This is an optimization exercise on Yosys and OpenROAD, whose aim is small area, a short achievable clock period and few clock cycles per item, not a production implementation. Where RTL was checked, it was by simulation tests only, not by an equivalence proof against the original. No functional check of the RTL was part of run 4. Power is estimated from default activity; no workload was simulated.

==> flow/design.v <==
`default_nettype none
module matmul_adder_tree_pipe #(
  parameter int DIM_M     = 3,
  parameter int DIM_K     = 3,
  parameter int DIM_N     = 3,
  parameter int ACC_WIDTH = 16,
  parameter int OUT_WIDTH = 24,
  parameter bit SAT_EN    = 1'b1
) (
  input  logic                                          clk,
  input  logic                                          rst_n,
  input  logic                                          in_valid,
  output logic                                          in_ready,
  input  logic [DIM_M*DIM_K*DIM_N*ACC_WIDTH-1:0]        prod,
  input  logic                                          in_last,
  input  logic                                          accum_en,
  output logic                                          out_valid,
  input  logic                                          out_ready,
  output logic [DIM_M*DIM_N*OUT_WIDTH-1:0]              mult,
  output logic [DIM_M*DIM_N-1:0]                        sat_flag,
  output logic [7:0]                                    beat_cnt
);
  localparam int c_dim_mn = DIM_M * DIM_N;
  localparam int c_k_log  = $clog2(DIM_K);
  localparam int c_tree_w = ACC_WIDTH + c_k_log;
  localparam int c_levels = (c_k_log < 1) ? 1 : c_k_log;
  localparam int c_sum_w  = ((OUT_WIDTH > c_tree_w) ? OUT_WIDTH : c_tree_w) + 1;
  function automatic integer f_lvl_cnt(input integer lvl);
    f_lvl_cnt = (DIM_K + (1 << lvl) - 1) >> lvl;
  endfunction
  function automatic integer f_lvl_off(input integer lvl);
    integer off;
    integer l;
    off = 0;
    for (l = 1; l < lvl; l = l + 1) off = off + ((DIM_K + (1 << l) - 1) >> l);
    f_lvl_off = off;
  endfunction
  localparam int c_nodes = f_lvl_off(c_levels + 1);
  localparam int c_root  = f_lvl_off(c_levels);
  localparam logic signed [OUT_WIDTH-1:0] c_out_max = {1'b0, {(OUT_WIDTH-1){1'b1}}};
  localparam logic signed [OUT_WIDTH-1:0] c_out_min = {1'b1, {(OUT_WIDTH-1){1'b0}}};
  localparam logic signed [c_sum_w-1:0]   c_sum_max = c_sum_w'(c_out_max);
  localparam logic signed [c_sum_w-1:0]   c_sum_min = c_sum_w'(c_out_min);
  logic w_en;
  logic w_accept;
  logic r_alive;
  logic [c_levels-1:0] r_vld;
  logic [c_levels-1:0] r_last;
  logic [c_levels-1:0] r_acc_en;
  logic signed [c_tree_w-1:0] w_term [c_dim_mn][DIM_K];
  logic signed [c_tree_w-1:0] r_node [c_dim_mn][c_nodes];
  logic signed [OUT_WIDTH-1:0]             r_acc [c_dim_mn];
  logic [c_dim_mn-1:0]                     r_sat_acc;
  logic [7:0]                              r_cnt;
  logic                                    r_fresh;
  logic                                    r_out_valid;
  logic [c_dim_mn-1:0][OUT_WIDTH-1:0]      r_mult;
  logic [c_dim_mn-1:0]                     r_sat_flag;
  logic [7:0]                              r_beat_cnt;
  logic signed [c_sum_w-1:0]   w_base [c_dim_mn];
  logic signed [c_sum_w-1:0]   w_add  [c_dim_mn];
  logic signed [c_sum_w-1:0]   w_sum  [c_dim_mn];
  logic signed [OUT_WIDTH-1:0] w_next [c_dim_mn];
  logic [c_dim_mn-1:0]         w_ovf;
  logic [c_dim_mn-1:0]         w_sat_next;
  logic [7:0]                  w_cnt_next;
  logic                        w_close;
  logic                        w_fire;
  assign w_en         = ~r_out_valid | out_ready;
  assign in_ready = r_alive & w_en;
  assign w_accept     = in_valid & in_ready;
  generate
    for (genvar i = 0; i < DIM_M; i++) begin : g_row
      for (genvar j = 0; j < DIM_N; j++) begin : g_col
        for (genvar k = 0; k < DIM_K; k++) begin : g_term
          assign w_term[i*DIM_N+j][k] =
            c_tree_w'($signed(prod[((i*DIM_K+k)*DIM_N+j)*ACC_WIDTH +: ACC_WIDTH]));
        end
      end
    end
  endgenerate
  generate
    for (genvar l = 1; l <= c_levels; l++) begin : g_lvl
      localparam int c_cnt  = f_lvl_cnt(l);
      localparam int c_prev = f_lvl_cnt(l - 1);
      localparam int c_off  = f_lvl_off(l);
      for (genvar p = 0; p < c_cnt; p++) begin : g_node
        for (genvar e = 0; e < c_dim_mn; e++) begin : g_elem
          logic signed [c_tree_w-1:0] w_a;
          logic signed [c_tree_w-1:0] w_b;
          if (l == 1) begin : g_src_term
            assign w_a = w_term[e][2*p];
            if (2*p + 1 < c_prev) begin : g_pair
              assign w_b = w_term[e][2*p+1];
            end else begin : g_pass
              assign w_b = '0;
            end
          end else begin : g_src_node
            localparam int c_src = f_lvl_off(l - 1);
            assign w_a = r_node[e][c_src+2*p];
            if (2*p + 1 < c_prev) begin : g_pair
              assign w_b = r_node[e][c_src+2*p+1];
            end else begin : g_pass
              assign w_b = '0;
            end
          end
          always_ff @(posedge clk) begin
            if (w_en) r_node[e][c_off+p] <= w_a + w_b;
          end
        end
      end
    end
  endgenerate
  always_ff @(posedge clk or negedge rst_n) begin
    if (!rst_n) begin
      r_vld    <= '0;
      r_last   <= '0;
      r_acc_en <= '0;
      r_alive  <= 1'b0;
    end else begin
      r_alive <= 1'b1;
      if (w_en) begin
        r_vld[0]    <= w_accept;
        r_last[0]   <= in_last;
        r_acc_en[0] <= accum_en;
        for (int l = 1; l < c_levels; l++) begin
          r_vld[l]    <= r_vld[l-1];
          r_last[l]   <= r_last[l-1];
          r_acc_en[l] <= r_acc_en[l-1];
        end
      end
    end
  end
  assign w_close = r_last[c_levels-1] | ~r_acc_en[c_levels-1];
  assign w_fire  = w_en & r_vld[c_levels-1];
  always_comb begin
    for (int e = 0; e < c_dim_mn; e++) begin
      w_base[e] = '0;
      if (!r_fresh) w_base[e] = c_sum_w'(r_acc[e]);
      w_add[e] = c_sum_w'(r_node[e][c_root]);
      w_sum[e] = w_base[e] + w_add[e];
      w_ovf[e] = (w_sum[e] > c_sum_max) || (w_sum[e] < c_sum_min);
      if (SAT_EN && w_ovf[e])
        w_next[e] = w_sum[e][c_sum_w-1] ? c_out_min : c_out_max;
      else
        w_next[e] = w_sum[e][OUT_WIDTH-1:0];
    end
    w_sat_next = r_fresh ? w_ovf : (r_sat_acc | w_ovf);
    if (r_fresh)
      w_cnt_next = 8'd1;
    else if (r_cnt == 8'hFF)
      w_cnt_next = 8'hFF;
    else
      w_cnt_next = r_cnt + 8'd1;
  end
  always_ff @(posedge clk or negedge rst_n) begin
    if (!rst_n) begin
      for (int e = 0; e < c_dim_mn; e++) r_acc[e] <= '0;
      r_sat_acc   <= '0;
      r_cnt       <= '0;
      r_fresh     <= 1'b1;
      r_out_valid <= 1'b0;
      r_mult      <= '0;
      r_sat_flag  <= '0;
      r_beat_cnt  <= '0;
    end else begin
      if (w_en) r_out_valid <= r_vld[c_levels-1] & w_close;
      if (w_fire) begin
        for (int e = 0; e < c_dim_mn; e++) r_acc[e] <= w_next[e];
        r_sat_acc <= w_sat_next;
        r_cnt     <= w_cnt_next;
        r_fresh   <= w_close;
        if (w_close) begin
          for (int e = 0; e < c_dim_mn; e++) r_mult[e] <= w_next[e];
          r_sat_flag <= w_sat_next;
          r_beat_cnt <= w_cnt_next;
        end
      end
    end
  end
  assign out_valid = r_out_valid;
  assign mult      = r_mult;
  assign sat_flag  = r_sat_flag;
  assign beat_cnt  = r_beat_cnt;
endmodule
`default_nettype wire
==> flow/run.sh <==
#!/bin/bash
# synth_recipe.tcl (not shown) runs the flow's synth.tcl, then flattens the netlist and writes it again
# the make line also repeats each setting of config.mk as NAME=value (left out here)
make -C /OpenROAD-flow-scripts/flow DESIGN_CONFIG=/design/flow/config.mk WORK_HOME=/design/flow/orfs CLKGATE_MAP_FILE= SYNTH_SCRIPT=/design/flow/synth_recipe.tcl finish
==> flow/config.mk <==
export PLATFORM = sky130hd
export DESIGN_NAME = matmul_adder_tree_pipe
export DESIGN_NICKNAME = matmul_adder_tree_pipe
export VERILOG_FILES = /design/flow/design.v
export SDC_FILE = /design/flow/constraint.sdc
export NUM_CORES = 4
export LEC_CHECK = 0
export CAP_MARGIN = 20
export CORE_MARGIN = 2
export CORE_UTILIZATION = 40
export SLEW_MARGIN = 20
==> flow/constraint.sdc <==
create_clock -name core_clock -period 4.5 [get_ports {clk}]
set_input_delay 0.9000 -clock core_clock [delete_from_list [all_inputs] [get_ports {clk}]]
set_output_delay 0.9000 -clock core_clock [all_outputs]
set_load 0.01 [all_outputs]
==> results of run 1 <==
## worst reg2reg max path: stages (launching register included)
cell and delay [ns]:
dfstp_4 0.64, buf_12 0.25, buf_4 0.28, nor2b_1 0.07
ha_1 0.30, inv_1 0.12, o21bai_1 0.09, a211o_1 0.30
or3b_1 0.37, a211o_1 0.26, and3_1 0.23, o21bai_1 0.58
nand2_1 0.36, o21ai_0 0.28
## flip-flops by register name, indices dropped and copies added, names as in the netlist
register	count
r_acc	216
r_vld	2
r_fresh	1
r_out_valid	1
r_last	2
r_mult	216
r_alive	1
r_sat_flag	9
r_sat_acc	9
r_acc_en	2
r_node	459
r_cnt	8
r_beat_cnt	8
## timing repair
| action | CTS | global route |
|---|---|---|
| gates resized for setup | 0 | 11 |
| setup endpoints to repair | 0 | 55 |
| hold buffers | 0 | 0 |
## cell families (layout without fill, tap and decap cells)
family / after synthesis / count (layout) / synth area share
buf+inv: 345 / 1153 / 0.02411
simple gates: 1671 / 1671 / 0.1416
flops: 934 / 934 / 0.4529
xor+xnor: 383 / 383 / 0.05918
fa+ha+maj: 565 / 565 / 0.1274
other cells: 1 / 2 / 0.00006616
compound gates: 1592 / 1592 / 0.1784
mux: 83 / 83 / 0.01636
## power groups by stage
stage               sequential (W)  combinational, W  clock, W
finish                      0.0151            0.0341   0.00888
global route                0.0155            0.0379   0.00946
CTS                         0.0152            0.0342   0.00913
detailed placement          0.0152            0.0340         0
global placement            0.0152            0.0336         0
floorplan                   0.0149            0.0236         0
## per-stage QoR
step	util	cell area [um^2]
floorplan	-	56690
global placement	0.4682	66040
detailed placement	0.4682	66040
CTS	0.4937	69650
global route	0.4941	69700
finish	0.4941	69700
## cell usage in the layout (no fill, tap or decap), drive strengths merged, types with 56 or more instances in the layout
cell type and n:
a21oi 472, nor3 92, a21o 153, clkbuf 147, a211oi 83, o21ai 455, nor2 378, nand2 536
mux2 74, or3 56, xnor2 270, dfrtp 474, ha 514, and3 60, buf 87, nand3 120
clkdlybuf4s50 671, o21bai 64, edfxtp 459, nor2b 285, inv 199, xor2 113
## worst max path at each step
| stage | end | cells after the start | slack, ns |
|---|---|---|---|
| final | r_acc[3][3]$_DFFE_PN0P_ | 13 | 0.26 |
| after global routing | r_acc[2][21]$_DFFE_PN0P_ | 14 | 0.006 |
| after CTS | r_acc[3][3]$_DFFE_PN0P_ | 13 | 0.14 |
| after detailed placement | r_mult[93]$_DFFE_PN0P_ | 13 | 0.20 |
| after global placement | r_acc[6][0]$_DFFE_PN0P_ | 13 | 0.26 |
| after floorplan | in_ready | 3 | 0.20 |
## routing by layer
layer | track usage | wire, um | vias up
met3 | 0.04317 | 8528 | 172
met4 | 0.05284 | 3215 | 0
met1 | 0.2649 | 66720 | 20960
met2 | 0.3553 | 73880 | 853
li1 | - | - | 21690
met5 | 0 | 0 | -
## cell type report
cell class | count | area [um^2]
timing repair buffer | 758 | 7602
fill | 13010 | 71370
antenna | 1 | 2.502
clock buffer | 147 | 3117
multi-input combinational | 4295 | 29730
sequential | 934 | 25670
tap | 1890 | 2365
inverter | 192 | 720.7
clock inverter | 56 | 489.2
==> impl_results.html, run 1 <==
<table>
<tr><th>Metric</th><th>Value</th></tr>
<tr><th colspan="2">Outcome</th></tr>
<tr><td>Run status</td><td>no timing/DRC/antenna violations</td></tr>
<tr><th colspan="2">Setup path</th></tr>
<tr><td>Worst reg-to-reg path cell count</td><td>13</td></tr>
<tr><td>Critical path data arrival time</td><td>4.84 ns</td></tr>
<tr><td>Largest delay share family, worst path</td><td>compound AO/OA/AOI/OAI gates</td></tr>
<tr><td>Data required time at the worst endpoint</td><td>5.10 ns</td></tr>
<tr><td>Register-to-register path setup slack</td><td>about 0.26 ns</td></tr>
<tr><td>Launching element of the worst setup path</td><td>r_fresh$_DFFE_PN1P_</td></tr>
<tr><td>Critical path class</td><td>reg2reg</td></tr>
<tr><td>Buffers plus inverters on the worst setup path</td><td>3</td></tr>
<tr><td>Critical path, cell by cell</td><td>buf_12, buf_4, nor2b_1, ha_1, inv_1, o21bai_1, a211o_1, or3b_1, a211o_1, and3_1, o21bai_1, nand2_1, o21ai_0</td></tr>
<tr><td>Critical Path Max Stage Delay</td><td>about 0.64 ns</td></tr>
<tr><td>Endpoint of the most critical register-to-register path</td><td>r_acc[3][3]$_DFFE_PN0P_</td></tr>
<tr><td>Worst reg2reg startpoint</td><td>r_fresh$_DFFE_PN1P_</td></tr>
<tr><td>Highest-delay cell along the critical path</td><td>dfstp_4</td></tr>
<tr><td>Crit end category</td><td>flop</td></tr>
<tr><td>Kind of launch point of the worst setup path</td><td>flop</td></tr>
<tr><td>Maximum fanout count along the critical path</td><td>43</td></tr>
<tr><th colspan="2">Pwr</th></tr>
<tr><td>P_sw</td><td>0.02519 W</td></tr>
<tr><td>Sw frac</td><td>0.4335</td></tr>
<tr><td>Part of the power in the clock network</td><td>0.153</td></tr>
<tr><td>Total Power</td><td>0.05811 W</td></tr>
<tr><td>Total power density per cell area</td><td>833.7 nW/um^2</td></tr>
<tr><td>Max IR drop VDD</td><td>between 0.0004 and 0.0005 V</td></tr>
<tr><td>Pint</td><td>0.03292 W</td></tr>
<tr><td>Part of the total power dissipated in sequential elements</td><td>0.260</td></tr>
<tr><td>Relative contribution of combinational cells to total power</td><td>0.587</td></tr>
<tr><td>Static leakage</td><td>just under 30 nW</td></tr>
<tr><th colspan="2">Detailed routing</th></tr>
<tr><td>Routed vias</td><td>43.67k</td></tr>
<tr><td>Routed wire length</td><td>152300 um</td></tr>
<tr><td>Average wire per standard cell</td><td>18.41 um</td></tr>
<tr><td>Antenna Nets Post-Route</td><td>0</td></tr>
<tr><td>Number of DRC violations after detailed-routing iteration 0</td><td>about 2.2k</td></tr>
<tr><td>DRC violations left</td><td>0</td></tr>
<tr><td>Per-cell via count in the routed design</td><td>5.279</td></tr>
<tr><td>First-pass DRT Iterations</td><td>7</td></tr>
<tr><th colspan="2">STA</th></tr>
<tr><td>Final worst path period share</td><td>0.9412</td></tr>
<tr><td>Worst slew margin</td><td>0.3736</td></tr>
<tr><td>Final min period</td><td>4.235 ns</td></tr>
<tr><td>Min Hold Slack</td><td>0.2483 ns</td></tr>
<tr><td>Transition at the pin with the smallest max-transition slack</td><td>0.9395 ns</td></tr>
<tr><td>Fin Clk Skew</td><td>0.02158 ns</td></tr>
<tr><td>RSZ-0062 raised after global routing</td><td>false</td></tr>
<tr><td>Final number of setup-violating endpoints</td><td>0</td></tr>
<tr><td>Setup WS post-layout</td><td>0.2646 ns</td></tr>
<tr><td>Hold Violations, Final</td><td>0</td></tr>
<tr><td>Total negative slack for setup checks</td><td>0 ns</td></tr>
<tr><td>Highest clock rate</td><td>0.2361 GHz</td></tr>
<tr><td>Max Transition Viols Final</td><td>0</td></tr>
<tr><th colspan="2">Clocking</th></tr>
<tr><td>Clock buffer depth</td><td>3</td></tr>
<tr><td>CTS Buf Count</td><td>108</td></tr>
<tr><td>Post-CTS Setup Bufs</td><td>0</td></tr>
<tr><td>Clock transition at the register clock pins on the worst setup and hold paths after CTS</td><td>around 0.060 ns</td></tr>
<tr><td>Sinks on the clock net</td><td>~930</td></tr>
<tr><td>Clock latency of the later-clocked register in the worst-skew pair</td><td>slightly above 0.7 ns</td></tr>
<tr><td>Clock tree from TritonCTS</td><td>built</td></tr>
<tr><td>Clk Tree Root Cell</td><td>clkbuf_16</td></tr>
<tr><td>Number of H-tree levels</td><td>3</td></tr>
<tr><th colspan="2">Logic synthesis</th></tr>
<tr><td>Area share of the largest cell type after synthesis</td><td>0.2432</td></tr>
<tr><td>Average cell area after synthesis</td><td>10.17 um^2</td></tr>
<tr><td>Post-synthesis instance area</td><td>~57000 um^2</td></tr>
<tr><td>Top area cells in the synthesized netlist</td><td>edfxtp_1, dfrtp_1, ha_1</td></tr>
<tr><td>Async S/R FF share, synth</td><td>0.5086</td></tr>
<tr><td>Top flip-flop cell by instance count after synthesis</td><td>dfrtp_1</td></tr>
<tr><td>Sequential-to-total area share from yosys stat</td><td>0.4529</td></tr>
<tr><td>Number of distinct standard cells referenced by the synthesized netlist</td><td>106</td></tr>
<tr><td>Library cell occupying the most area in the post-synthesis netlist</td><td>edfxtp_1</td></tr>
<tr><td>Synth cell count leaders</td><td>nand2_1, ha_1, dfrtp_1</td></tr>
<tr><td>Synthesized netlist cell count</td><td>5574</td></tr>
<tr><td>Number of enable-type register cells in the synthesized netlist</td><td>459</td></tr>
<tr><td>Synth warnings</td><td>8</td></tr>
<tr><td>Synthesis-stage register bit count</td><td>934</td></tr>
<tr><td>Leading cell type by number of instances after synthesis</td><td>nand2_1</td></tr>
<tr><td>Synthesized net count</td><td>between 6k and 7k</td></tr>
<tr><th colspan="2">Floorplanning</th></tr>
<tr><td>Chip width</td><td>380.4 um</td></tr>
<tr><td>Count of pins on the block boundary</td><td>between 600 and 700</td></tr>
<tr><td>Core Footprint</td><td>141100 um^2</td></tr>
<tr><td>Std-Cell Rows</td><td>138</td></tr>
<tr><td>Die ar.</td><td>144700 um^2</td></tr>
<tr><td>Initial Util</td><td>0.4018</td></tr>
<tr><td>Die Y-Extent</td><td>380.4 um</td></tr>
<tr><th colspan="2">Placed design</th></tr>
<tr><td>Routability Congestion</td><td>0.8820</td></tr>
<tr><td>Placed cell count</td><td>about 8.1k</td></tr>
<tr><td>Port Buf Inserts</td><td>672</td></tr>
<tr><td>Half-perimeter wire length of the detailed placement result</td><td>approximately 110000 um</td></tr>
<tr><td>Worst setup slack before clock tree synthesis</td><td>between 0.15 and 0.2 ns</td></tr>
<tr><th colspan="2">GRT</th></tr>
<tr><td>Maximum number of pins on one net before global-route repair</td><td>140</td></tr>
<tr><td>Initial antenna violation count</td><td>2</td></tr>
<tr><td>Aggregate global-route resource usage</td><td>0.2070</td></tr>
<tr><td>Number of global-route vias before repair</td><td>between 40k and 50k</td></tr>
<tr><td>Global-route wire length before repair</td><td>241300 um</td></tr>
<tr><td>Grt ovf</td><td>0</td></tr>
<tr><th colspan="2">Final layout</th></tr>
<tr><td>Nets</td><td>7268</td></tr>
<tr><td>Ratio of cells with drive above 1 in the final layout</td><td>0.06894</td></tr>
<tr><td>Growth of design area from synthesis to finish</td><td>22.98%</td></tr>
<tr><td>Fin cells</td><td>8273</td></tr>
<tr><th colspan="2">Flow run</th></tr>
<tr><td>Max Cap Violations</td><td>0</td></tr>
<tr><th colspan="2">Hold path</th></tr>
<tr><td>Class of the tightest hold or removal check</td><td>in2async</td></tr>
</table>
Testbench counts, summed over its fixed seeds: cycles 16,032, items 16,000.
==> run 2, diff against run 1 <==
==> flow/design.v (replaced) <==
`default_nettype none
module matmul_adder_tree_pipe (
  input  logic         clk,
  input  logic         rst_n,
  input  logic         in_valid,
  output logic         in_ready,
  input  logic [431:0] prod,
  input  logic         in_last,
  input  logic         accum_en,
  output logic         out_valid,
  input  logic         out_ready,
  output logic [215:0] mult,
  output logic [8:0]   sat_flag,
  output logic [7:0]   beat_cnt
);
  logic        r_out_valid;
  logic        r_fresh;
  logic [7:0]  r_cnt;
  logic [8:0]  r_sat;
  logic [23:0] r_acc [9];
  logic        w_accept;
  logic        w_close;
  logic [23:0] w_next [9];
  logic [8:0]  w_ovf;
  assign in_ready = ~r_out_valid | out_ready;
  assign w_accept = in_valid & in_ready;
  assign w_close  = in_last | ~accum_en;
  generate
    for (genvar i = 0; i < 3; i++) begin : g_row
      for (genvar j = 0; j < 3; j++) begin : g_col
        localparam int e = i*3 + j;
        logic signed [24:0] w_t;
        logic signed [24:0] w_base;
        logic signed [24:0] w_s;
        assign w_t = 25'($signed(prod[((i*3+0)*3+j)*16 +: 16]))
                   + 25'($signed(prod[((i*3+1)*3+j)*16 +: 16]))
                   + 25'($signed(prod[((i*3+2)*3+j)*16 +: 16]));
        assign w_base = r_fresh ? 25'sd0 : 25'($signed(r_acc[e]));
        assign w_s    = w_base + w_t;
        assign w_ovf[e]  = w_s[24] ^ w_s[23];
        assign w_next[e] = w_ovf[e] ? {w_s[24], {23{~w_s[24]}}} : w_s[23:0];
      end
    end
  endgenerate
  always_ff @(posedge clk or negedge rst_n) begin
    if (!rst_n) begin
      r_out_valid <= 1'b0;
      r_fresh     <= 1'b1;
    end else begin
      r_out_valid <= (w_accept & w_close) | (r_out_valid & ~out_ready);
      if (w_accept) r_fresh <= w_close;
    end
  end
  always_ff @(posedge clk) begin
    if (w_accept) begin
      for (int e = 0; e < 9; e++) r_acc[e] <= w_next[e];
      r_sat <= r_fresh ? w_ovf : (r_sat | w_ovf);
      r_cnt <= r_fresh ? 8'd1 : (r_cnt + {7'd0, ~&r_cnt});
    end
  end
  assign out_valid = r_out_valid;
  for (genvar e = 0; e < 9; e++) begin : g_out
    assign mult[e*24 +: 24] = r_acc[e];
  end
  assign sat_flag = r_sat;
  assign beat_cnt = r_cnt;
endmodule
`default_nettype wire
==> run 2 against run 1 <==
  * The layout now fails its checks (negative setup slack)
  * Cell count shrank 33%
  * Sequential power decreased by 63%
  * Area after synthesis is 47% lower
  * Sequential share of layout area fell by 22 points
  * Routed wire length is 34% lower
  * Register-to-register slack got worse by 0.24 ns
  * Critical path type is now in2reg
==> impl_results.html, run 2 <==
<table>
<tr><th>Metric</th><th>Value</th></tr>
<tr><th colspan="2">Setup path</th></tr>
<tr><td>Crit end category</td><td>flop</td></tr>
<tr><td>Critical path class</td><td>in2reg</td></tr>
<tr><td>Data required time at the worst endpoint</td><td>4.78 ns (-0.32 ns)</td></tr>
<tr><td>Critical path data arrival time</td><td>4.80 ns (-0.04 ns)</td></tr>
<tr><td>Kind of launch point of the worst setup path</td><td>primary input</td></tr>
<tr><td>Maximum fanout count along the critical path</td><td>5 (-88%)</td></tr>
<tr><th colspan="2">GRT</th></tr>
<tr><td>Initial antenna violation count</td><td>1 (-1)</td></tr>
<tr><td>Maximum number of pins on one net before global-route repair</td><td>45 (-68%)</td></tr>
<tr><td>Grt ovf</td><td>0 (unchanged)</td></tr>
<tr><td>Number of global-route vias before repair</td><td>28.10k (-36%)</td></tr>
<tr><td>Global-route wire length before repair</td><td>150900 um (-37%)</td></tr>
<tr><td>Aggregate global-route resource usage</td><td>0.2487 (+0.04164)</td></tr>
<tr><th colspan="2">Flow run</th></tr>
<tr><td>Max Cap Violations</td><td>0 (unchanged)</td></tr>
<tr><th colspan="2">Placed design</th></tr>
<tr><td>Routability Congestion</td><td>0.8762 (-0.66%)</td></tr>
<tr><td>Placed Instance Area</td><td>42780 um^2 (-35%)</td></tr>
<tr><td>Half-perimeter wire length of the detailed placement result</td><td>79390 um (-31%)</td></tr>
<tr><td>Port Buf Inserts</td><td>672 (unchanged)</td></tr>
<tr><td>Worst setup slack before clock tree synthesis</td><td>-1.036 ns (-1.232 ns)</td></tr>
<tr><th colspan="2">Detailed routing</th></tr>
<tr><td>Routed wire length</td><td>100400 um (-34%)</td></tr>
<tr><td>Number of DRC violations after detailed-routing iteration 0</td><td>1540 (-31%)</td></tr>
<tr><td>Routed vias</td><td>27.15k (-38%)</td></tr>
<tr><td>First-pass DRT Iterations</td><td>5 (-2)</td></tr>
<tr><td>DRC violations left</td><td>0 (unchanged)</td></tr>
<tr><td>Per-cell via count in the routed design</td><td>4.882 (-7.5%)</td></tr>
<tr><td>Antenna Nets Post-Route</td><td>0 (unchanged)</td></tr>
<tr><td>Average wire per standard cell</td><td>18.05 um (-2.0%)</td></tr>
<tr><th colspan="2">Hold path</th></tr>
<tr><td>Class of the tightest hold or removal check</td><td>in2async</td></tr>
<tr><th colspan="2">Final layout</th></tr>
<tr><td>Commonest non-fill, non-tap cell in the layout</td><td>buf_4</td></tr>
<tr><td>Largest register by flop count</td><td>r_acc</td></tr>
<tr><td>Max FFs per register</td><td>216 (-53%)</td></tr>
<tr><td>Registers with the highest flip-flop counts</td><td>r_acc: 216 flops, r_sat: 9 flops, r_cnt: 8 flops</td></tr>
<tr><td>Final Instance Area</td><td>47530 um^2 (-32%)</td></tr>
<tr><td>Most frequent cells in the layout</td><td>buf_4, inv_1, clkdlybuf4s50_1</td></tr>
<tr><td>Nets</td><td>5582 (-23%)</td></tr>
<tr><td>Growth of design area from synthesis to finish</td><td>58.87%</td></tr>
<tr><td>Ratio of cells with drive above 1 in the final layout</td><td>0.3052 (+0.2363)</td></tr>
<tr><td>Count of inserted antenna diode cells</td><td>0 (-1)</td></tr>
<tr><th colspan="2">Clocking</th></tr>
<tr><td>CTS Hold Bufs</td><td>0 (unchanged)</td></tr>
<tr><td>CTS Buf Count</td><td>35 (-68%)</td></tr>
<tr><td>Clk Tree Root Cell</td><td>clkbuf_16</td></tr>
<tr><td>Clock buffer depth</td><td>3 (unchanged)</td></tr>
<tr><td>Sinks on the clock net</td><td>235 (-75%)</td></tr>
<tr><td>Clock tree from TritonCTS</td><td>built</td></tr>
<tr><td>Clock latency of the later-clocked register in the worst-skew pair</td><td>0.55 ns (-0.16 ns)</td></tr>
<tr><td>Number of H-tree levels</td><td>2 (-1)</td></tr>
<tr><td>Clock transition at the register clock pins on the worst setup and hold paths after CTS</td><td>0.05 ns (about the same)</td></tr>
<tr><th colspan="2">Pwr</th></tr>
<tr><td>Part of the power in the clock network</td><td>0.072 (-0.081)</td></tr>
<tr><td>Max IR drop VDD</td><td>0.0004251 V (-5.7%)</td></tr>
<tr><td>Part of the total power dissipated in sequential elements</td><td>0.149 (-0.111)</td></tr>
<tr><td>Relative contribution of combinational cells to total power</td><td>0.778 (+0.191)</td></tr>
<tr><td>Static leakage</td><td>22.73 nW (-23%)</td></tr>
<tr><td>Total power density per cell area</td><td>784.4 nW/um^2 (-5.9%)</td></tr>
<tr><td>Pint</td><td>0.02139 W (-35%)</td></tr>
<tr><td>Sw frac</td><td>0.4263 (-0.007259)</td></tr>
<tr><td>P_sw</td><td>0.01589 W (-37%)</td></tr>
<tr><th colspan="2">Logic synthesis</th></tr>
<tr><td>Synthesis-stage register bit count</td><td>235 (-75%)</td></tr>
<tr><td>Synth cell count leaders</td><td>inv_1, fa_1, a21oi_1</td></tr>
<tr><td>Sequential-to-total area share from yosys stat</td><td>0.2356 (-0.2174)</td></tr>
<tr><td>Leading cell type by number of instances after synthesis</td><td>inv_1</td></tr>
<tr><td>Top area cells in the synthesized netlist</td><td>fa_1, edfxtp_1, inv_1</td></tr>
<tr><td>Library cell occupying the most area in the post-synthesis netlist</td><td>fa_1</td></tr>
<tr><td>Average cell area after synthesis</td><td>9.353 um^2 (-8.0%)</td></tr>
<tr><td>Synthesized net count</td><td>4215 (-36%)</td></tr>
<tr><td>Synth warnings</td><td>3 (-5)</td></tr>
<tr><td>Top flip-flop cell by instance count after synthesis</td><td>edfxtp_1</td></tr>
<tr><td>Post-synthesis instance area</td><td>29920 um^2 (-47%)</td></tr>
<tr><td>Async S/R FF share, synth</td><td>0.008511 (-0.5001)</td></tr>
<tr><td>Number of distinct standard cells referenced by the synthesized netlist</td><td>77 (-27%)</td></tr>
<tr><td>Synthesized netlist cell count</td><td>3199 (-43%)</td></tr>
<tr><td>Number of enable-type register cells in the synthesized netlist</td><td>233 (-49%)</td></tr>
<tr><td>Area share of the largest cell type after synthesis</td><td>0.2409 (-0.002301)</td></tr>
<tr><th colspan="2">Floorplanning</th></tr>
<tr><td>Core Footprint</td><td>74200 um^2 (-47%)</td></tr>
<tr><td>Initial Util</td><td>0.4032 (+0.001459)</td></tr>
<tr><td>Count of pins on the block boundary</td><td>673 (unchanged)</td></tr>
<tr><td>Chip width</td><td>277.5 um (-27%)</td></tr>
<tr><td>Die Y-Extent</td><td>277.5 um (-27%)</td></tr>
<tr><td>Std-Cell Rows</td><td>100 (-28%)</td></tr>
<tr><td>Die ar.</td><td>77000 um^2 (-47%)</td></tr>
<tr><th colspan="2">STA</th></tr>
<tr><td>Highest clock rate</td><td>0.2211 GHz (-6.3%)</td></tr>
<tr><td>Hold Violations, Final</td><td>0 (unchanged)</td></tr>
<tr><td>Worst slew margin</td><td>0.4376 (+0.06399)</td></tr>
<tr><td>RSZ-0062 raised after global routing</td><td>true</td></tr>
<tr><td>Final worst path period share</td><td>1.005 (+0.06372)</td></tr>
<tr><td>Transition at the pin with the smallest max-transition slack</td><td>0.8435 ns (-0.09599 ns)</td></tr>
<tr><td>Fin Clk Skew</td><td>0.01554 ns (-0.006040 ns)</td></tr>
<tr><td>Max Transition Viols Final</td><td>0 (unchanged)</td></tr>
<tr><td>Setup WS post-layout</td><td>-0.02207 ns (-0.2867 ns)</td></tr>
<tr><td>Final number of setup-violating endpoints</td><td>10 (+10)</td></tr>
<tr><td>Final min period</td><td>4.522 ns (+0.2867 ns)</td></tr>
<tr><th colspan="2">Outcome</th></tr>
<tr><td>Reasons for failing layout checks</td><td>negative setup slack</td></tr>
<tr><td>Run status</td><td>failed layout checks</td></tr>
</table>
[run 2: cell types whose count changed in the layout (fill, tap and decap cells not counted), sizes merged, moves of 165 or more]
cell,previous run,this run
nor2b,285,111
inv,199,742
ha,514,218
o21ai,455,140
nor2,378,91
xnor2,270,105
dfrtp,474,1
clkdlybuf4s50,671,504
nand2,536,122
fa,27,360
buf,87,724
edfxtp,459,233
[run 2: kinds of logic (layout without fill, tap and decap cells)]
kind of cell             count (synthesis)  after routing  synth area share
flip-flops                             235            235            0.2356
multiplexers                             2              2         0.0007109
XOR/XNOR                               194            194           0.05780
adder cells (fa/ha/maj)                604            604            0.3407
AND/OR/NAND/NOR                        624            624            0.1116
buffers and inverters                  806           2200            0.1021
AO/OA/AOI/OAI                          734            734            0.1515
[run 2: per-layer routing]
| layer | part of all wire | global-route usage | wire length (um) |
|---|---|---|---|
| met1 | 0.41 | 0.3108 | 41340 |
| met4 | 0.037 | 0.08389 | 3717 |
| met2 | 0.50 | 0.4327 | 50050 |
| met5 | 0 | 0 | 0 |
| met3 | 0.053 | 0.04430 | 5288 |
[run 2: path summary, 6_finish.rpt]
| path | slack [ns] | from | cells after the start | end |
|---|---|---|---|---|
| setup / recovery | -0.02 | prod[209] | 17 | r_acc[4][20]$_DFFE_PP_ |
| hold / removal | 0.51 | rst_n | 1 | r_out_valid$_DFF_PN0_ |
| setup reg to reg | 0.02 | r_fresh$_DFFE_PN1P_ | 16 | r_acc[4][20]$_DFFE_PP_ |
| hold reg to reg | 0.55 | r_out_valid$_DFF_PN0_ | 2 | r_out_valid$_DFF_PN0_ |
| max in group asynchronous | 3.79 | rst_n | 1 | r_fresh$_DFFE_PN1P_ |
| min in group core_clock | 0.55 | r_out_valid$_DFF_PN0_ | 2 | r_out_valid$_DFF_PN0_ |
[run 2: power groups by stage]
stage          Sequential, W  Combinational [W]  Clock, W
2_1_floorplan        0.00588             0.0127         0
3_3_place_gp         0.00560             0.0236         0
3_5_place_dp         0.00558             0.0238         0
4_1_cts              0.00558             0.0257   0.00277
5_1_grt              0.00570             0.0315   0.00285
6_report             0.00557             0.0290   0.00270
[run 2: final cells by class]
type | instances | area [um^2]
Sequential cell | 235 | 7052
Tap cell | 969 | 1212
Fill cell | 6132 | 26670
Clock inverter | 18 | 150.1
Timing Repair Buffer | 1398 | 13030
Inverter | 738 | 2805
Multi-Input combinational cell | 2158 | 22350
Clock buffer | 46 | 927.1
[run 2: what timing repair did]
action,4_1_cts,5_1_grt
cloned,5,14
endpoints found under the setup margin,213,219
setup buffers,42,51
pin swaps,158,287
resized for setup,292,604
[run 2: through the flow]
stage	std cells	util	setup TNS [ns]	power (W)	hold WS [ns]
after floorplan	3199	-	-5.691	0.01854	0.6044
after global placement	5389	0.5765	-166.39	0.02921	0.5467
after detailed placement	5389	0.5765	-174.86	0.02941	0.5432
after CTS	5499	0.6072	-0.03096	0.03404	0.4865
after global routing	5562	0.6406	-3.289	0.04001	0.4958
final	5562	0.6406	-0.1135	0.03728	0.5118
[run 2: critical path, cell delays in order]
cell	delay, ns
buf_6	0.07
inv_4	0.04
fa_1	0.49
fa_1	0.55
inv_2	0.06
ha_4	0.16
fa_2	0.39
a21oi_2	0.18
o21ai_2	0.10
a2111oi_4	0.34
o211ai_2	0.17
a311o_1	0.33
a311oi_2	0.32
xnor2_2	0.16
nor2_4	0.28
clkbuf_16	0.22
a21oi_4	0.03
Testbench counts of run 2, summed over its fixed seeds: cycles 16,008, items 16,000.
==> run 3, diff against run 2 <==
==> flow/flow/run.sh (new file) <==
#!/bin/bash
set -euo pipefail
export BUFFER_PORTS_ARGS="-buffer_cell sky130_fd_sc_hd__buf_1"
bash standard.sh > standard_flow.log 2>&1
==> flow/standard.sh (new file) <==
#!/bin/bash
# synth_recipe.tcl (not shown) runs the flow's synth.tcl, then flattens the netlist and writes it again
# the make line also repeats each setting of config.mk as NAME=value (left out here)
make -C /OpenROAD-flow-scripts/flow DESIGN_CONFIG=/design/flow/config.mk WORK_HOME=/design/flow/orfs CLKGATE_MAP_FILE= SYNTH_SCRIPT=/design/flow/synth_recipe.tcl "${@:-finish}"
removed: flow/run.sh
==> run 3 against run 2 <==
  * Now clean on timing, DRC and antenna
  * Final area decreased by 18%
  * Flip-flop and latch count is the same
  * Clock power shrank 2%
  * Routed wire length shrank 12%
  * Sequential power up 2%
  * Cell count down 4.2%
  * Utilization down 11 points
  * Area after synthesis unchanged
  * Die area did not move
  * Power down 18%
  * Combinational power is 24% lower
  * Synthesized cell count stayed put
  * Critical endpoint is now r_acc[4][3]$_DFFE_PP_
  * Largest cell class unchanged
==> impl_results.html, run 3 <==
<table>
<tr><th>Metric</th><th>Value</th></tr>
<tr><th colspan="2">Clocking</th></tr>
<tr><td>Clock buffer depth</td><td>3 (unchanged)</td></tr>
<tr><td>Number of H-tree levels</td><td>2 (unchanged)</td></tr>
<tr><td>CTS Hold Bufs</td><td>0 (unchanged)</td></tr>
<tr><td>Clock latency of the later-clocked register in the worst-skew pair</td><td>0.54 ns (about the same)</td></tr>
<tr><td>Sinks on the clock net</td><td>235 (unchanged)</td></tr>
<tr><td>Clock transition at the register clock pins on the worst setup and hold paths after CTS</td><td>0.06 ns (about the same)</td></tr>
<tr><td>Clk Tree Root Cell</td><td>clkbuf_16</td></tr>
<tr><td>CTS Buf Count</td><td>35 (unchanged)</td></tr>
<tr><td>Clock tree from TritonCTS</td><td>built</td></tr>
<tr><th colspan="2">Setup path</th></tr>
<tr><td>Kind of launch point of the worst setup path</td><td>primary input</td></tr>
<tr><td>Crit end category</td><td>flop</td></tr>
<tr><td>Critical path, cell by cell</td><td>buf_8, inv_4, fa_1, fa_1, inv_2, ha_4, fa_2, a21oi_2, o21ai_2, a2111oi_4, o211ai_2, a311o_1, a311oi_2, xnor2_2, buf_6, nand2_8, clkbuf_16, a21oi_2</td></tr>
<tr><td>Worst reg2reg startpoint</td><td>r_fresh$_DFFE_PN1P_</td></tr>
<tr><td>Data required time at the worst endpoint</td><td>4.89 ns (+0.11 ns)</td></tr>
<tr><td>Endpoint of the most critical register-to-register path</td><td>r_acc[4][3]$_DFFE_PP_</td></tr>
<tr><td>Worst reg-to-reg path cell count</td><td>17 (+1)</td></tr>
<tr><td>Highest-delay cell along the critical path</td><td>fa_1</td></tr>
<tr><td>Critical path data arrival time</td><td>4.84 ns (+0.04 ns)</td></tr>
<tr><td>Register-to-register path setup slack</td><td>0.11 ns (+0.09 ns)</td></tr>
<tr><td>Critical path class</td><td>in2reg</td></tr>
<tr><td>Maximum fanout count along the critical path</td><td>6 (+1)</td></tr>
<tr><td>Critical Path Max Stage Delay</td><td>0.54 ns (about the same)</td></tr>
<tr><th colspan="2">Final layout</th></tr>
<tr><td>Largest register by flop count</td><td>r_acc</td></tr>
<tr><td>Area taken by flip-flops and latches</td><td>7052 um^2 (unchanged)</td></tr>
<tr><td>Registers with the highest flip-flop counts</td><td>r_acc: 216 flops, r_sat: 9 flops, r_cnt: 8 flops</td></tr>
<tr><td>Final Instance Area</td><td>39090 um^2 (-18%)</td></tr>
<tr><td>Fin cells</td><td>5329 (-4.2%)</td></tr>
<tr><td>Max FFs per register</td><td>216 (unchanged)</td></tr>
<tr><td>Area of combinational cells with multiple inputs</td><td>20370 um^2 (-8.9%)</td></tr>
<tr><td>Commonest non-fill, non-tap cell in the layout</td><td>inv_1</td></tr>
<tr><td>Ratio of cells with drive above 1 in the final layout</td><td>0.1635 (-0.1417)</td></tr>
<tr><td>Count of inserted antenna diode cells</td><td>0 (unchanged)</td></tr>
<tr><td>Growth of design area from synthesis to finish</td><td>30.66%</td></tr>
<tr><td>Most frequent cells in the layout</td><td>inv_1, buf_1, buf_4</td></tr>
<tr><td>Layout filler cell count</td><td>6976 (+14%)</td></tr>
<tr><td>Nets</td><td>5353 (-4.1%)</td></tr>
<tr><th colspan="2">Detailed routing</th></tr>
<tr><td>Per-cell via count in the routed design</td><td>4.850 (-0.66%)</td></tr>
<tr><td>Max Used Layer</td><td>met4</td></tr>
<tr><td>First-pass DRT Iterations</td><td>5 (unchanged)</td></tr>
<tr><td>Met2 wire length</td><td>43490 um (-13%)</td></tr>
<tr><td>Routed wire length</td><td>88370 um (-12%)</td></tr>
<tr><td>Routed vias</td><td>25.85k (-4.8%)</td></tr>
<tr><td>Number of DRC violations after detailed-routing iteration 0</td><td>1290 (-16%)</td></tr>
<tr><td>WL met1</td><td>37910 um (-8.3%)</td></tr>
<tr><td>Antenna Nets Post-Route</td><td>0 (unchanged)</td></tr>
<tr><td>Average wire per standard cell</td><td>16.58 um (-8.1%)</td></tr>
<tr><td>Routed length on met3</td><td>4375 um (-17%)</td></tr>
<tr><td>DRC violations left</td><td>0 (unchanged)</td></tr>
<tr><th colspan="2">Logic synthesis</th></tr>
<tr><td>Synth warnings</td><td>3 (unchanged)</td></tr>
<tr><td>Number of enable-type register cells in the synthesized netlist</td><td>233 (unchanged)</td></tr>
<tr><td>Synth cell count leaders</td><td>inv_1, fa_1, a21oi_1</td></tr>
<tr><td>Leading cell type by number of instances after synthesis</td><td>inv_1</td></tr>
<tr><td>Synthesized net count</td><td>4215 (unchanged)</td></tr>
<tr><td>Sequential-to-total area share from yosys stat</td><td>0.2356 (unchanged)</td></tr>
<tr><td>Synthesized netlist cell count</td><td>3199 (unchanged)</td></tr>
<tr><td>Average cell area after synthesis</td><td>9.353 um^2 (unchanged)</td></tr>
<tr><td>Number of distinct standard cells referenced by the synthesized netlist</td><td>77 (unchanged)</td></tr>
<tr><td>Post-synthesis instance area</td><td>29920 um^2 (unchanged)</td></tr>
<tr><td>Top flip-flop cell by instance count after synthesis</td><td>edfxtp_1</td></tr>
<tr><td>Library cell occupying the most area in the post-synthesis netlist</td><td>fa_1</td></tr>
<tr><td>Synthesis-stage register bit count</td><td>235 (unchanged)</td></tr>
<tr><td>Area share of the largest cell type after synthesis</td><td>0.2409 (unchanged)</td></tr>
<tr><td>Top area cells in the synthesized netlist</td><td>fa_1, edfxtp_1, inv_1</td></tr>
<tr><td>Async S/R FF share, synth</td><td>0.008511 (unchanged)</td></tr>
<tr><th colspan="2">STA</th></tr>
<tr><td>Setup WS post-layout</td><td>0.05455 ns (+0.07663 ns)</td></tr>
<tr><td>Highest clock rate</td><td>0.2249 GHz (+1.7%)</td></tr>
<tr><td>Transition at the pin with the smallest max-transition slack</td><td>0.7194 ns (-0.1241 ns)</td></tr>
<tr><td>RSZ-0062 raised after global routing</td><td>true</td></tr>
<tr><td>Final number of setup-violating endpoints</td><td>0 (-10)</td></tr>
<tr><td>Final min period</td><td>4.445 ns (-0.07663 ns)</td></tr>
<tr><td>Hold Violations, Final</td><td>0 (unchanged)</td></tr>
<tr><td>Final worst path period share</td><td>0.9879 (-0.01703)</td></tr>
<tr><td>Max Transition Viols Final</td><td>0 (unchanged)</td></tr>
<tr><td>Fin Clk Skew</td><td>0.01465 ns (-0.0008857 ns)</td></tr>
<tr><td>Worst slew margin</td><td>0.5204 (+0.08273)</td></tr>
<tr><th colspan="2">Pwr</th></tr>
<tr><td>Part of the total power dissipated in sequential elements</td><td>0.187 (+0.038)</td></tr>
<tr><td>Static leakage</td><td>18.60 nW (-18%)</td></tr>
<tr><td>Part of the power in the clock network</td><td>0.087 (+0.015)</td></tr>
<tr><td>Max IR drop VDD</td><td>0.0003885 V (-8.6%)</td></tr>
<tr><td>P_sw</td><td>0.01365 W (-14%)</td></tr>
<tr><td>Pint</td><td>0.01678 W (-22%)</td></tr>
<tr><td>Relative contribution of combinational cells to total power</td><td>0.726 (-0.052)</td></tr>
<tr><td>Total power density per cell area</td><td>778.5 nW/um^2 (-0.75%)</td></tr>
<tr><td>Sw frac</td><td>0.4486 (+0.02234)</td></tr>
<tr><th colspan="2">Placed design</th></tr>
<tr><td>Half-perimeter wire length of the detailed placement result</td><td>73840 um (-7.0%)</td></tr>
<tr><td>Routability Congestion</td><td>0.9005 (+2.8%)</td></tr>
<tr><td>Placed Instance Area</td><td>37620 um^2 (-12%)</td></tr>
<tr><td>Port Buf Inserts</td><td>672 (unchanged)</td></tr>
<tr><td>Placed cell count</td><td>5262 (-2.4%)</td></tr>
<tr><td>Worst setup slack before clock tree synthesis</td><td>-0.6578 ns (+0.3782 ns)</td></tr>
<tr><th colspan="2">GRT</th></tr>
<tr><td>Global-route wire length before repair</td><td>139300 um (-7.7%)</td></tr>
<tr><td>Grt ovf</td><td>0 (unchanged)</td></tr>
<tr><td>Maximum number of pins on one net before global-route repair</td><td>111 (+150%)</td></tr>
<tr><td>Number of global-route vias before repair</td><td>26.60k (-5.3%)</td></tr>
<tr><td>Aggregate global-route resource usage</td><td>0.2264 (-0.02229)</td></tr>
<tr><td>Initial antenna violation count</td><td>0 (-1)</td></tr>
<tr><th colspan="2">Floorplanning</th></tr>
<tr><td>Die Y-Extent</td><td>277.5 um (unchanged)</td></tr>
<tr><td>Std-Cell Rows</td><td>100 (unchanged)</td></tr>
<tr><td>Chip width</td><td>277.5 um (unchanged)</td></tr>
<tr><td>Core Footprint</td><td>74200 um^2 (unchanged)</td></tr>
<tr><td>Die ar.</td><td>77000 um^2 (unchanged)</td></tr>
<tr><td>Initial Util</td><td>0.4032 (unchanged)</td></tr>
<tr><td>Count of pins on the block boundary</td><td>673 (unchanged)</td></tr>
<tr><th colspan="2">Flow run</th></tr>
<tr><td>Max Cap Violations</td><td>0 (unchanged)</td></tr>
<tr><th colspan="2">Hold path</th></tr>
<tr><td>Class of the tightest hold or removal check</td><td>in2async</td></tr>
<tr><th colspan="2">Outcome</th></tr>
<tr><td>Run status</td><td>no timing/DRC/antenna violations</td></tr>
</table>
## run 3: cell type report
class,instances,area share
Clock buffer,44,0.02436
Clock inverter,16,0.002528
Inverter,738,0.07176
Multi-Input combinational cell,2158,0.5212
Sequential cell,235,0.1804
Tap cell,969,0.03101
Timing Repair Buffer,1169,0.1688
## run 3: power groups by stage
stage	Clock, W	Combinational, W	Sequential, W
finish	0.00264	0.0221	0.00570
floorplan	0	0.0127	0.00588
CTS	0.00272	0.0216	0.00572
detailed placement	0	0.0213	0.00573
global placement	0	0.0211	0.00576
global route	0.00278	0.0245	0.00582
## run 3: worst max-delay path, delay by kind of cell
family	cells	cell delay, ns
buffers and inverters	5	0.49
and+or+nand+nor	1	0.07
AOI/OAI and AO/OA	7	1.65
adders and majority gates	4	1.56
xor gates and xnor gates	1	0.18
## run 3: how the worst max path moves through the flow
stage / to / slack, ns / startpoint / cells after the start
after global routing: r_sat[4]$_DFFE_PP_ / -0.09 / prod[261] / 16
after global placement: r_acc[7][19]$_DFFE_PP_ / -0.58 / prod[401] / 17
after CTS: r_acc[5][20]$_DFFE_PP_ / 0.03 / r_fresh$_DFFE_PN1P_ / 19
final: r_acc[4][3]$_DFFE_PP_ / 0.05 / prod[257] / 18
after floorplan: r_sat[4]$_DFFE_PP_ / -0.25 / prod[161] / 16
after detailed placement: r_acc[4][22]$_DFFE_PP_ / -0.66 / prod[161] / 18
## run 3: cell families after synthesis
| kind of cell | count (synthesis) | synth area share |
|---|---|---|
| multiplexers | 2 | 0.0007109 |
| AND/OR/NAND/NOR | 624 | 0.1116 |
| buffers and inverters | 806 | 0.1021 |
| XOR/XNOR | 194 | 0.05780 |
| adder cells (fa/ha/maj) | 604 | 0.3407 |
| flip-flops | 235 | 0.2356 |
| AO/OA/AOI/OAI | 734 | 0.1515 |
## run 3: what timing repair did
action	in CTS	in global routing
setup buffers	1	4
gates cloned	0	2
pin swaps	0	25
setup endpoints to repair	19	195
gates resized for setup	3	78
## run 3: per-stage QoR
stage | hold WS, ns | total power (W) | util | setup TNS (ns)
after CTS | 0.09846 | 0.02999 | 0.5216 | 0
final | 0.1410 | 0.03043 | 0.5269 | 0
after global routing | 0.1186 | 0.03305 | 0.5269 | -1.288
after global placement | 0.5345 | 0.02686 | 0.5070 | -72.19
after detailed placement | 0.5704 | 0.02707 | 0.5070 | -82.52
after floorplan | 0.6044 | 0.01854 | - | -5.691
## run 3: routing by layer
metal  track usage  vias to the layer above
li1              -                    12720
met1        0.2914                    12380
met2        0.3951                      633
met3       0.03344                      115
met4       0.06327                        0
met5             0                        -
==> run 4, diff against run 3 <==
--- a/flow/design.v
+++ b/flow/design.v
@@ -13,6 +13,7 @@
   output logic [8:0]   sat_flag,
   output logic [7:0]   beat_cnt
 );
+  localparam logic [24:0] c_k = 25'h17E8000;
   logic        r_out_valid;
   logic        r_fresh;
   logic [7:0]  r_cnt;
@@ -29,14 +30,21 @@
     for (genvar i = 0; i < 3; i++) begin : g_row
       for (genvar j = 0; j < 3; j++) begin : g_col
         localparam int e = i*3 + j;
-        logic signed [24:0] w_t;
-        logic signed [24:0] w_base;
-        logic signed [24:0] w_s;
-        assign w_t = 25'($signed(prod[((i*3+0)*3+j)*16 +: 16]))
-                   + 25'($signed(prod[((i*3+1)*3+j)*16 +: 16]))
-                   + 25'($signed(prod[((i*3+2)*3+j)*16 +: 16]));
-        assign w_base = r_fresh ? 25'sd0 : 25'($signed(r_acc[e]));
-        assign w_s    = w_base + w_t;
+        logic [15:0] w_p0, w_p1, w_p2;
+        logic [24:0] w_x, w_y, w_z;
+        logic [24:0] w_s2, w_c2, w_s3, w_c3;
+        logic [24:0] w_s;
+        assign w_p0 = prod[((i*3+0)*3+j)*16 +: 16] ^ 16'h8000;
+        assign w_p1 = prod[((i*3+1)*3+j)*16 +: 16] ^ 16'h8000;
+        assign w_p2 = prod[((i*3+2)*3+j)*16 +: 16] ^ 16'h8000;
+        assign w_x = {9'd0, w_p0 ^ w_p1 ^ w_p2};
+        assign w_y = {8'd0, (w_p0 & w_p1) | (w_p0 & w_p2) | (w_p1 & w_p2), 1'b0};
+        assign w_z = r_fresh ? 25'h0800000 : {1'b0, r_acc[e] ^ 24'h800000};
+        assign w_s2 = w_x ^ w_y ^ w_z;
+        assign w_c2 = {(w_x[23:0] & w_y[23:0]) | (w_x[23:0] & w_z[23:0]) | (w_y[23:0] & w_z[23:0]), 1'b0};
+        assign w_s3 = w_s2 ^ w_c2 ^ c_k;
+        assign w_c3 = {(w_s2[23:0] & w_c2[23:0]) | (w_s2[23:0] & c_k[23:0]) | (w_c2[23:0] & c_k[23:0]), 1'b0};
+        assign w_s  = w_s3 + w_c3;
         assign w_ovf[e]  = w_s[24] ^ w_s[23];
         assign w_next[e] = w_ovf[e] ? {w_s[24], {23{~w_s[24]}}} : w_s[23:0];
       end
==> run 4 against run 3 <==
  * Maximum frequency is 3.3% lower
  * Largest power group unchanged
  * Critical endpoint is now r_acc[8][15]$_DFFE_PP_
  * Critical path depth stayed put
  * Worst hold slack worse by 0.052 ns
  * The layout now fails its checks (negative setup slack)
  * Utilization is 3.0 points higher
  * Cell count is 8.0% lower
  * Power is 28% higher
  * Synthesized cell count is 13% lower
  * First-iteration DRC count is 24% lower
==> impl_results.html, run 4 <==
<table>
<tr><th>Metric</th><th>Value</th></tr>
<tr><th colspan="2">Outcome</th></tr>
<tr><td>Run status</td><td>failed layout checks</td></tr>
<tr><td>Reasons for failing layout checks</td><td>negative setup slack</td></tr>
<tr><th colspan="2">GRT</th></tr>
<tr><td>Grt ovf</td><td>0 (unchanged)</td></tr>
<tr><td>Maximum number of pins on one net before global-route repair</td><td>54 (-51%)</td></tr>
<tr><td>Met2 Track Usage GR</td><td>0.4000 (+0.004869)</td></tr>
<tr><td>Initial antenna violation count</td><td>2 (+2)</td></tr>
<tr><td>Gr busiest metal</td><td>met2</td></tr>
<tr><td>Global-route wire length before repair</td><td>133300 um (-4.3%)</td></tr>
<tr><td>Aggregate global-route resource usage</td><td>0.2273 (+0.0008849)</td></tr>
<tr><td>Met1 Usage GRT</td><td>0.2922 (+0.0007868)</td></tr>
<tr><td>Number of global-route vias before repair</td><td>25.30k (-4.9%)</td></tr>
<tr><td>Met3 layer usage reported by global route</td><td>0.02850 (-0.004940)</td></tr>
<tr><th colspan="2">STA</th></tr>
<tr><td>Hold Violations, Final</td><td>0 (unchanged)</td></tr>
<tr><td>Setup WS post-layout</td><td>-0.09781 ns (-0.1524 ns)</td></tr>
<tr><td>Max Transition Viols Final</td><td>0 (unchanged)</td></tr>
<tr><td>RSZ-0062 raised after global routing</td><td>true</td></tr>
<tr><td>Min Hold Slack</td><td>0.08898 ns (-0.05206 ns)</td></tr>
<tr><td>Worst slew margin</td><td>0.4430 (-0.07733)</td></tr>
<tr><td>Transition at the pin with the smallest max-transition slack</td><td>0.8354 ns (+0.1160 ns)</td></tr>
<tr><td>Total negative slack for setup checks</td><td>-1.881 ns (-1.881 ns)</td></tr>
<tr><td>Fin Clk Skew</td><td>0.01030 ns (-0.004351 ns)</td></tr>
<tr><td>Final min period</td><td>4.598 ns (+0.1524 ns)</td></tr>
<tr><td>Highest clock rate</td><td>0.2175 GHz (-3.3%)</td></tr>
<tr><td>Final worst path period share</td><td>1.022 (+0.03386)</td></tr>
<tr><td>Final number of setup-violating endpoints</td><td>27 (+27)</td></tr>
<tr><th colspan="2">Floorplanning</th></tr>
<tr><td>Chip width</td><td>269.2 um (-3.0%)</td></tr>
<tr><td>Initial Util</td><td>0.4030 (about the same)</td></tr>
<tr><td>Count of pins on the block boundary</td><td>673 (unchanged)</td></tr>
<tr><td>Std-Cell Rows</td><td>97 (-3.0%)</td></tr>
<tr><td>Core Footprint</td><td>69790 um^2 (-5.9%)</td></tr>
<tr><td>Die Y-Extent</td><td>269.2 um (-3.0%)</td></tr>
<tr><td>Die ar.</td><td>72450 um^2 (-5.9%)</td></tr>
<tr><th colspan="2">Logic synthesis</th></tr>
<tr><td>Library cell occupying the most area in the post-synthesis netlist</td><td>edfxtp_1</td></tr>
<tr><td>Synthesis-stage register bit count</td><td>235 (unchanged)</td></tr>
<tr><td>Synthesized net count</td><td>3884 (-7.9%)</td></tr>
<tr><td>Post-synthesis share of cell area spent on full adders, half adders and majority gates</td><td>0.3772 (+0.03642)</td></tr>
<tr><td>Area share of the largest cell type after synthesis</td><td>0.2488 (+0.007893)</td></tr>
<tr><td>Top flip-flop cell by instance count after synthesis</td><td>edfxtp_1</td></tr>
<tr><td>Synth Area in Simple Gates</td><td>0.1089 (-0.002669)</td></tr>
<tr><td>Top area cells in the synthesized netlist</td><td>edfxtp_1, fa_1, ha_1</td></tr>
<tr><td>Synthesized netlist cell count</td><td>2787 (-13%)</td></tr>
<tr><td>Post-synthesis instance area</td><td>28120 um^2 (-6.0%)</td></tr>
<tr><td>Async S/R FF share, synth</td><td>0.008511 (unchanged)</td></tr>
<tr><td>Number of enable-type register cells in the synthesized netlist</td><td>233 (unchanged)</td></tr>
<tr><td>Number of distinct standard cells referenced by the synthesized netlist</td><td>87 (+13%)</td></tr>
<tr><td>Post-synthesis xor/xnor area fraction</td><td>0.05356 (-0.004232)</td></tr>
<tr><td>Fraction of the mapped netlist area in compound gates</td><td>0.1565 (+0.004992)</td></tr>
<tr><td>Mux share of post-synthesis cell area</td><td>0 (-0.0007109)</td></tr>
<tr><td>Average cell area after synthesis</td><td>10.09 um^2 (+7.9%)</td></tr>
<tr><td>Synth cell count leaders</td><td>ha_1, inv_1, fa_1</td></tr>
<tr><td>Largest family of logic cells by synthesized area</td><td>adder cells</td></tr>
<tr><td>Leading cell type by number of instances after synthesis</td><td>ha_1</td></tr>
<tr><td>Sequential-to-total area share from yosys stat</td><td>0.2506 (+0.01503)</td></tr>
<tr><td>Synth warnings</td><td>3 (unchanged)</td></tr>
<tr><th colspan="2">Clocking</th></tr>
<tr><td>Clock buffer depth</td><td>3 (unchanged)</td></tr>
<tr><td>Sinks on the clock net</td><td>235 (unchanged)</td></tr>
<tr><td>CTS Hold Bufs</td><td>0 (unchanged)</td></tr>
<tr><td>Clock tree from TritonCTS</td><td>built</td></tr>
<tr><td>Clk Tree Root Cell</td><td>clkbuf_16</td></tr>
<tr><td>Clock transition at the register clock pins on the worst setup and hold paths after CTS</td><td>0.06 ns (about the same)</td></tr>
<tr><td>Clock latency of the later-clocked register in the worst-skew pair</td><td>0.58 ns (+0.04 ns)</td></tr>
<tr><td>Number of H-tree levels</td><td>1 (-1)</td></tr>
<tr><td>CTS Buf Count</td><td>30 (-14%)</td></tr>
<tr><th colspan="2">Setup path</th></tr>
<tr><td>Maximum fanout count along the critical path</td><td>5 (-1)</td></tr>
<tr><td>Data required time at the worst endpoint</td><td>4.81 ns (-0.08 ns)</td></tr>
<tr><td>Critical Path Stages</td><td>18 (unchanged)</td></tr>
<tr><td>Largest delay share family, worst path</td><td>compound AO/OA/AOI/OAI gates</td></tr>
<tr><td>Critical Path Max Stage Delay</td><td>0.54 ns (about the same)</td></tr>
<tr><td>Worst reg-to-reg path cell count</td><td>16 (-1)</td></tr>
<tr><td>Register-to-register path setup slack</td><td>-0.09 ns (-0.20 ns)</td></tr>
<tr><td>Kind of launch point of the worst setup path</td><td>primary input</td></tr>
<tr><td>Crit end category</td><td>flop</td></tr>
<tr><td>Critical path class</td><td>in2reg</td></tr>
<tr><td>Critical path, cell by cell</td><td>buf_2, inv_8, fa_1, inv_1, fa_1, ha_4, ha_4, a21o_2, a221o_1, a21o_1, a311o_2, a211oi_2, o31ai_2, and2_4, o41ai_4, buf_4, buf_6, o21ai_1</td></tr>
<tr><td>Critical path data arrival time</td><td>4.91 ns (+0.07 ns)</td></tr>
<tr><td>Launching element of the worst setup path</td><td>prod[333]</td></tr>
<tr><td>Highest-delay cell along the critical path</td><td>fa_1</td></tr>
<tr><td>Worst reg2reg startpoint</td><td>r_fresh$_DFFE_PN1P_</td></tr>
<tr><td>Worst setup path endpoint</td><td>r_acc[8][15]$_DFFE_PP_</td></tr>
<tr><td>Buffers plus inverters on the worst setup path</td><td>5 (unchanged)</td></tr>
<tr><td>Endpoint of the most critical register-to-register path</td><td>r_acc[8][15]$_DFFE_PP_</td></tr>
<tr><th colspan="2">Pwr</th></tr>
<tr><td>Total power density per cell area</td><td>1004 nW/um^2 (+29%)</td></tr>
<tr><td>Part of the total power dissipated in sequential elements</td><td>0.147 (-0.040)</td></tr>
<tr><td>Relative contribution of combinational cells to total power</td><td>0.789 (+0.063)</td></tr>
<tr><td>Max IR drop VDD</td><td>0.0005995 V (+54%)</td></tr>
<tr><td>P_sw</td><td>0.01751 W (+28%)</td></tr>
<tr><td>Part of the power in the clock network</td><td>0.064 (-0.023)</td></tr>
<tr><td>Total Power</td><td>0.03904 W (+28%)</td></tr>
<tr><td>Static leakage</td><td>17.06 nW (-8.3%)</td></tr>
<tr><td>Pint</td><td>0.02153 W (+28%)</td></tr>
<tr><td>Sw frac</td><td>0.4485 (about the same)</td></tr>
<tr><th colspan="2">Final layout</th></tr>
<tr><td>Largest register by flop count</td><td>r_acc</td></tr>
<tr><td>Post-Route Utilization</td><td>0.5569 (+0.03004)</td></tr>
<tr><td>Growth of design area from synthesis to finish</td><td>38.19%</td></tr>
<tr><td>Commonest non-fill, non-tap cell in the layout</td><td>buf_1</td></tr>
<tr><td>Registers with the highest flip-flop counts</td><td>r_acc: 216 flops, r_sat: 9 flops, r_cnt: 8 flops</td></tr>
<tr><td>Nets</td><td>5035 (-5.9%)</td></tr>
<tr><td>Most frequent cells in the layout</td><td>buf_1, buf_4, ha_1</td></tr>
<tr><td>Layout filler cell count</td><td>6276 (-10%)</td></tr>
<tr><td>Max FFs per register</td><td>216 (unchanged)</td></tr>
<tr><td>Ratio of cells with drive above 1 in the final layout</td><td>0.2290 (+0.06551)</td></tr>
<tr><th colspan="2">Detailed routing</th></tr>
<tr><td>Antenna Nets Post-Route</td><td>0 (unchanged)</td></tr>
<tr><td>First-pass DRT Iterations</td><td>5 (unchanged)</td></tr>
<tr><td>Per-cell via count in the routed design</td><td>5.013 (+3.4%)</td></tr>
<tr><td>Number of DRC violations after detailed-routing iteration 0</td><td>977 (-24%)</td></tr>
<tr><td>DRC violations left</td><td>0 (unchanged)</td></tr>
<tr><td>Routed wire length</td><td>85020 um (-3.8%)</td></tr>
<tr><td>Routed vias</td><td>24.58k (-4.9%)</td></tr>
<tr><td>Average wire per standard cell</td><td>17.34 um (+4.6%)</td></tr>
<tr><th colspan="2">Placed design</th></tr>
<tr><td>Routability Congestion</td><td>0.9105 (+1.1%)</td></tr>
<tr><td>Half-perimeter wire length of the detailed placement result</td><td>69430 um (-6.0%)</td></tr>
<tr><td>Worst setup slack before clock tree synthesis</td><td>-0.7322 ns (-0.07437 ns)</td></tr>
<tr><td>Port Buf Inserts</td><td>672 (unchanged)</td></tr>
<tr><th colspan="2">Hold path</th></tr>
<tr><td>Class of the tightest hold or removal check</td><td>in2async</td></tr>
<tr><th colspan="2">Flow run</th></tr>
<tr><td>Max Cap Violations</td><td>0 (unchanged)</td></tr>
</table>
-- run 4: kinds of logic (layout without fill, tap and decap cells) --
logic type                 Yosys count  in the layout
xor gates and xnor gates           172            172
and+or+nand+nor                    614            615
DFF                                235            235
other                                0              3
AOI/OAI and AO/OA                  699            699
buffers and inverters              388           1560
adders and majority gates          679            679
-- run 4: layer usage --
metal	wire length (um)	vias up
li1	-	11990
met1	35920	11860
met2	42670	606
met3	3794	121
met4	2645	0
met5	0	-
-- run 4: area by class of cell --
class                   instances  area [um^2]  area share
multi-input cells            2165        21460      0.5521
flip-flops and latches        235         7052      0.1814
repair buffers               1190         6972      0.1794
inverters                     316         1217     0.03132
well taps                     940         1176     0.03026
clock buffers                  36        794.5     0.02044
clock inverters                18        187.7    0.004829
diodes                          3        7.507   0.0001932
-- run 4: repair_timing --
item | CTS | global route
gates cloned | 3 | 5
resized for setup | 68 | 206
pin swaps | 43 | 82
endpoints found under the setup margin | 200 | 220
buffers inserted | 24 | 33
-- run 4: through the flow --
step,area (um^2),cells
2_1_floorplan,29070,2787
3_3_place_gp,35940,4781
3_5_place_dp,35940,4781
4_1_cts,37450,4862
5_1_grt,38860,4902
6_report,38860,4903
-- run 4: worst min path at each step --
stage,to,slack (ns)
final,r_out_valid$_DFF_PN0_,0.09
after global routing,r_out_valid$_DFF_PN0_,0.06
after CTS,r_out_valid$_DFF_PN0_,0.05
after detailed placement,r_out_valid$_DFF_PN0_,0.53
after global placement,r_out_valid$_DFF_PN0_,0.52
after floorplan,r_out_valid$_DFF_PN0_,0.60
-- run 4: power groups by stage --
stage          registers, W  clock network [W]  logic [W]
6_report            0.00573            0.00250     0.0308
3_5_place_dp        0.00575                  0     0.0278
4_1_cts             0.00574            0.00258     0.0287
2_1_floorplan       0.00596                  0     0.0174
3_3_place_gp        0.00576                  0     0.0275
5_1_grt             0.00586            0.00266     0.0339

-- separate check: timing with driven ports --
How much do the figures lean on ideal ports? The routed layouts below were timed once more, with nothing changed but the port constraints. Step 1, drivers: a clkbuf_16 drives clk and a buf_2 each remaining input, both assumed. Step 2, shift: input delay + t, output delay - t, t = (earliest + latest rising clock arrival at the registers) / 2. This alone moves slack from input paths to output paths. Slacks: ideal / step 1 / step 2; pairs: ideal / step 1.
run | shift t [ns] | slack for setup (ns) | clock arrival spread, ns
run 1 | 0.775 | 0.265 / 0.265 / 0.265 | 0.023 / 0.024
run 2 | 0.605 | -0.022 / -0.008 / -0.612 | 0.019 / 0.019
run 3 | 0.591 | 0.055 / 0.058 / -0.533 | 0.016 / 0.016
run 4 | 0.635 | -0.098 / -0.089 / -0.698 | 0.011 / 0.011
With both steps, setup timing fails in run 3, where it was met with ideal ports. For run 4, which loses most, drivers alone change the setup slack by +0.009 ns; drivers and shift together by -0.600 ns.
